Source: an optimization exercise on an open RTL-to-GDS flow (aim: small area, a short achievable clock period and few clock cycles per item). Production flows keep margins and buffers that such runs may drop.
Only simulation tests tie the RTL to the original design; equivalence was not proved.

Setup of before:
## lcg_ranged_random_with_checksum
module lcg_ranged_random_with_checksum (
   input  wire logic              clock,
   input  wire logic              reset,
   input  wire logic              req_valid,
   output      logic              req_ready,
   input  wire logic              req_opcode,
   input  wire logic [WORD_W-1:0] req_seed_value,
   input  wire logic [WORD_W-1:0] req_lower_limit,
   input  wire logic [WORD_W-1:0] req_upper_limit,
   output      logic              rsp_valid,
   input  wire logic              rsp_ready,
   output      logic [WORD_W-1:0] rsp_value,
   output      logic [WORD_W-1:0] rsp_checksum,
   output      logic              rsp_span_error
);
   localparam int HI_W = WORD_W - RAW_W;
   logic [GEN_W-1:0]  gen_ff;
   logic [WORD_W-1:0] chk_ff;
   logic              p_busy_ff;
   logic [WORD_W-1:0] p_lower_ff;
   logic [RAW_W-1:0]  p_rem_ff;
   logic [DIV_W-1:0]  p_div_ff;
   logic [CNT_W-1:0]  p_cnt_ff;
   logic              p_zero_ff, p_rs_ff;
   logic              u_busy_ff;
   logic [WORD_W-1:0] u_lower_ff;
   logic [RAW_W-1:0]  u_rem_ff;
   logic [DIV_W-1:0]  u_div_ff;
   logic [CNT_W-1:0]  u_cnt_ff;
   logic              u_zero_ff, u_rs_ff;
   logic              done, take, move, accept, draw;
   logic [GEN_W-1:0]  gen_next;
   logic [RAW_W-1:0]  d;
   logic              borrow;
   logic [HI_W-1:0]   up_hi, lo_hi, hi_x, lo_pre;
   logic              eq_lo, eq_hi, inc_hi;
   logic              span_zero, span_small;
   logic [DIV_W-1:0]  div_init;
   logic [NRM_N-1:0]  nrm_m;
   logic [RAW_W-1:0]  p_rem_nx, u_rem_nx;
   logic [DIV_W-1:0]  p_div_nx, u_div_nx;
   logic [CNT_W-1:0]  p_cnt_nx, u_cnt_nx;
   logic [RAW_W-1:0]  sum_lo;
   logic              sum_c;
   logic [HI_W-1:0]   lower_hi1;
   logic [WORD_W-1:0] value;
  ...
Size in the first run: ~200 flip-flops, ~170 I/O pins, about 18000 sq um of cells after synthesis.
==> flow/config.mk <==
export PLATFORM = sky130hd
export DESIGN_NAME = lcg_ranged_random_with_checksum
export DESIGN_NICKNAME = lcg_ranged_random_with_checksum
export VERILOG_FILES = /design/flow/design.v
export SDC_FILE = /design/flow/constraint.sdc
export NUM_CORES = 4
export LEC_CHECK = 0
export ABC_AREA = 1
export CAP_MARGIN = 20
export CORE_MARGIN = 2
export CORE_UTILIZATION = 60
export CTS_BUF_LIST = sky130_fd_sc_hd__clkbuf_8 sky130_fd_sc_hd__clkbuf_16
export CTS_CLUSTER_DIAMETER = 80
export CTS_CLUSTER_SIZE = 20
export PLACE_DENSITY = 0.7
export SETUP_SLACK_MARGIN = 2.7
export SLEW_MARGIN = 20
==> flow/constraint.sdc <==
create_clock -name core_clock -period 7.5 [get_ports {clock}]
set_input_delay 1.5000 -clock core_clock [delete_from_list [all_inputs] [get_ports {clock}]]
set_output_delay 1.5000 -clock core_clock [all_outputs]
set_load 0.01 [all_outputs]
standard.sh (not shown) runs the stock make flow with config.mk's settings and CLKGATE_MAP_FILE= SYNTH_SCRIPT=/design/flow/synth_recipe.tcl, a recipe that flattens the netlist after the stock synthesis.
==> flow/flow/run.sh <==
#!/bin/bash
# Standard layout, with the port buffers drawn from the smallest buffer cell.
set -euo pipefail
export BUFFER_PORTS_ARGS="-buffer_cell sky130_fd_sc_hd__buf_1"
bash standard.sh > standard_flow.log 2>&1
Testbench counts of before, summed over its fixed seeds: cycles 5,774, items 3,200.
Here is what was changed in the inputs of after compared with before.
# before
export LEC_CHECK = 0
export ABC_AREA = 1
export CAP_MARGIN = 20
export CORE_MARGIN = 2
export CORE_UTILIZATION = 60
export CTS_BUF_LIST = sky130_fd_sc_hd__clkbuf_8 sky130_fd_sc_hd__clkbuf_16
export CTS_CLUSTER_DIAMETER = 80
export CTS_CLUSTER_SIZE = 20
export PLACE_DENSITY = 0.7
export SETUP_SLACK_MARGIN = 2.7
export SLEW_MARGIN = 20
create_clock -name core_clock -period 7.5 [get_ports {clock}]
# after
export LEC_CHECK = 0
export ABC_AREA = 1
export CAP_MARGIN = 20
export CORE_MARGIN = 2
export CORE_UTILIZATION = 60
export CTS_BUF_LIST = sky130_fd_sc_hd__clkbuf_8 sky130_fd_sc_hd__clkbuf_16
export CTS_CLUSTER_DIAMETER = 80
export CTS_CLUSTER_SIZE = 20
export GPL_ROUTABILITY_DRIVEN = 0
export PLACE_DENSITY = 0.7
export SETUP_SLACK_MARGIN = 2.8
export SLEW_MARGIN = 20
create_clock -name core_clock -period 7.5 [get_ports {clock}]
Findings:
Cmp after and before / register-to-register slack / lower: before
From before to after, average size of a mapped cell did not move at all.
Row shortest period the worst path allows: after lower / before higher
after vs before: core occupancy in the finished layout up
Number of remaining DRC errors: after vs before identical
| maximum clock frequency | after vs before | about 4% higher |
after against before: highest cell delay on the worst timing path increased by 0.15 ns relative to the old numbers, proportion of cell area spent on the clock network shows no meaningful change, multi-input combinational area share lower.
After detailed routing, before needs more wire than after.

## job 4739
Another version of the RTL of lcg_ranged_random_with_checksum (not shown whole).
Size in the first run: about 2500 cells after synthesis, about 200 flip-flops, about 170 I/O pins, ~18000 sq um of cells after synthesis.
==> flow/config.mk <==
export PLATFORM = sky130hd
export DESIGN_NAME = lcg_ranged_random_with_checksum
export DESIGN_NICKNAME = lcg_ranged_random_with_checksum
export VERILOG_FILES = /design/flow/design.v
export SDC_FILE = /design/flow/constraint.sdc
export NUM_CORES = 4
export LEC_CHECK = 0
export ABC_AREA = 1
export CAP_MARGIN = 20
export CORE_MARGIN = 2
export CORE_UTILIZATION = 60
export PLACE_DENSITY = 0.7
export SETUP_SLACK_MARGIN = 2.5
export SLEW_MARGIN = 20
==> flow/constraint.sdc <==
create_clock -name core_clock -period 7.5 [get_ports {clock}]
set_input_delay 1.5000 -clock core_clock [delete_from_list [all_inputs] [get_ports {clock}]]
set_output_delay 1.5000 -clock core_clock [all_outputs]
set_load 0.01 [all_outputs]
Scripts as last shown in full above: flow/flow/run.sh
Job 4739 did not stop at any stage, and its layout met the timing, design-rule and antenna checks.
Testbench counts of job 4739, summed over its fixed seeds: cycles 5,774, items 3,200.
The following lists how job 3274 was set up differently from job 4739:
diff --git a/flow/config.mk b/flow/config.mk
--- a/flow/config.mk
+++ b/flow/config.mk
@@ -9,6 +9,5 @@
 export CAP_MARGIN = 20
 export CORE_MARGIN = 2
-export CORE_UTILIZATION = 60
-export PLACE_DENSITY = 0.7
+export CORE_UTILIZATION = 40
 export SETUP_SLACK_MARGIN = 2.5
 export SLEW_MARGIN = 20
Job 4739 closes out successfully: all stages finished, all timing, DRC and antenna checks passed.
Job 3274 completed every stage of the flow, and the final layout passed the timing, design-rule and antenna checks.
Comparing job 4739 and job 3274, number of global-route vias before repair is higher on job 3274.
Final core utilization for job 3274 is lower than for job 4739.
Between job 4739 and job 3274, number of stages on the worst setup path is higher for job 3274, job 4739 comes in under that.
Diff job 4739 -> job 3274: cell area after technology mapping comparable, cell area rose by 2.0%.
--- input diff job 3274..job 5756 ---
diff --git a/flow/config.mk b/flow/config.mk
--- a/flow/config.mk
+++ b/flow/config.mk
@@ -9,5 +9,6 @@
 export CAP_MARGIN = 20
 export CORE_MARGIN = 2
-export CORE_UTILIZATION = 40
-export SETUP_SLACK_MARGIN = 2.5
+export CORE_UTILIZATION = 60
+export PLACE_DENSITY = 0.7
+export SETUP_SLACK_MARGIN = 2.7
 export SLEW_MARGIN = 20
Looking at job 5756 and job 3274, the final worst clock skew is a wash. Going from job 3274 to job 5756, wire length of the first global-routing pass moved down, worst setup slack moved up, routed wire length down about 3.7%, placed cell count lower. Core util | job 5756 vs job 3274 | job 5756 higher. | setup slack of the most critical reg-to-reg path | lower: job 3274 |.
## Diff of input files: job 483 against job 5756
diff --git a/flow/config.mk b/flow/config.mk
--- a/flow/config.mk
+++ b/flow/config.mk
@@ -10,5 +10,7 @@
 export CORE_MARGIN = 2
 export CORE_UTILIZATION = 60
+export CTS_BUF_LIST = sky130_fd_sc_hd__clkbuf_4 sky130_fd_sc_hd__clkbuf_8
+export CTS_CLUSTER_SIZE = 25
 export PLACE_DENSITY = 0.7
-export SETUP_SLACK_MARGIN = 2.7
+export SETUP_SLACK_MARGIN = 2.5
 export SLEW_MARGIN = 20
### Flow results
Job 483 was carried through to the last stage, and its layout satisfied the timing, design-rule and antenna checks. Via count delta (job 5756 -> job 483): insignificant. Comparing job 5756 and job 483, number of post-CTS setup repair buffers is lower on job 483. Comparing fill cell instance count of the final layout for job 5756 and job 483, the smaller number came from job 5756. Between job 483 and job 5756, the overall routing resource usage figures differ only marginally. Job 483: non-clock buffer count about 5% below job 5756. Cmp job 5756 and job 483 / sequential fraction of total cell area / lower: job 5756. Lower final instance area among job 5756 and job 483: job 483.

port drivers added, routing unchanged:
The results above use ideal ports. As a check the final layouts listed here were re-extracted and re-timed, cells and wires unchanged. Step 1 sets driving cells, clkbuf_16 on the clock port and buf_2 on the other inputs (assumed; they add their load-dependent delay and slew). Step 2 also shifts input and output timing later by t, the mid clock arrival at the registers, as if the neighbouring blocks saw the same clock. Slacks: no drivers / after step 1 / after step 2; pairs: no drivers / after step 1.
run | t (ns) | setup slack, ns | clock arrival spread, ns | worst register clock-pin slew, ns
before | 0.554 | 2.801 / 2.745 / 2.763 | 0.021 / 0.020 | 0.09 / 0.09
after | 0.550 | 2.984 / 2.943 / 2.761 | 0.022 / 0.021 | 0.09 / 0.09
job 4739 | 0.555 | 2.753 / 2.705 / 2.800 | 0.026 / 0.025 | 0.07 / 0.07
job 3274 | 0.585 | 2.756 / 2.709 / 2.767 | 0.025 / 0.025 | 0.06 / 0.06
job 5756 | 0.552 | 2.920 / 2.872 / 2.823 | 0.020 / 0.020 | 0.07 / 0.07
job 483 | 0.567 | 2.741 / 2.698 / 2.757 | 0.023 / 0.023 | 0.07 / 0.07
After both steps setup and hold are still met in every run listed. For after, which loses most, drivers alone change the setup slack by -0.041 ns; drivers and shift together by -0.223 ns.
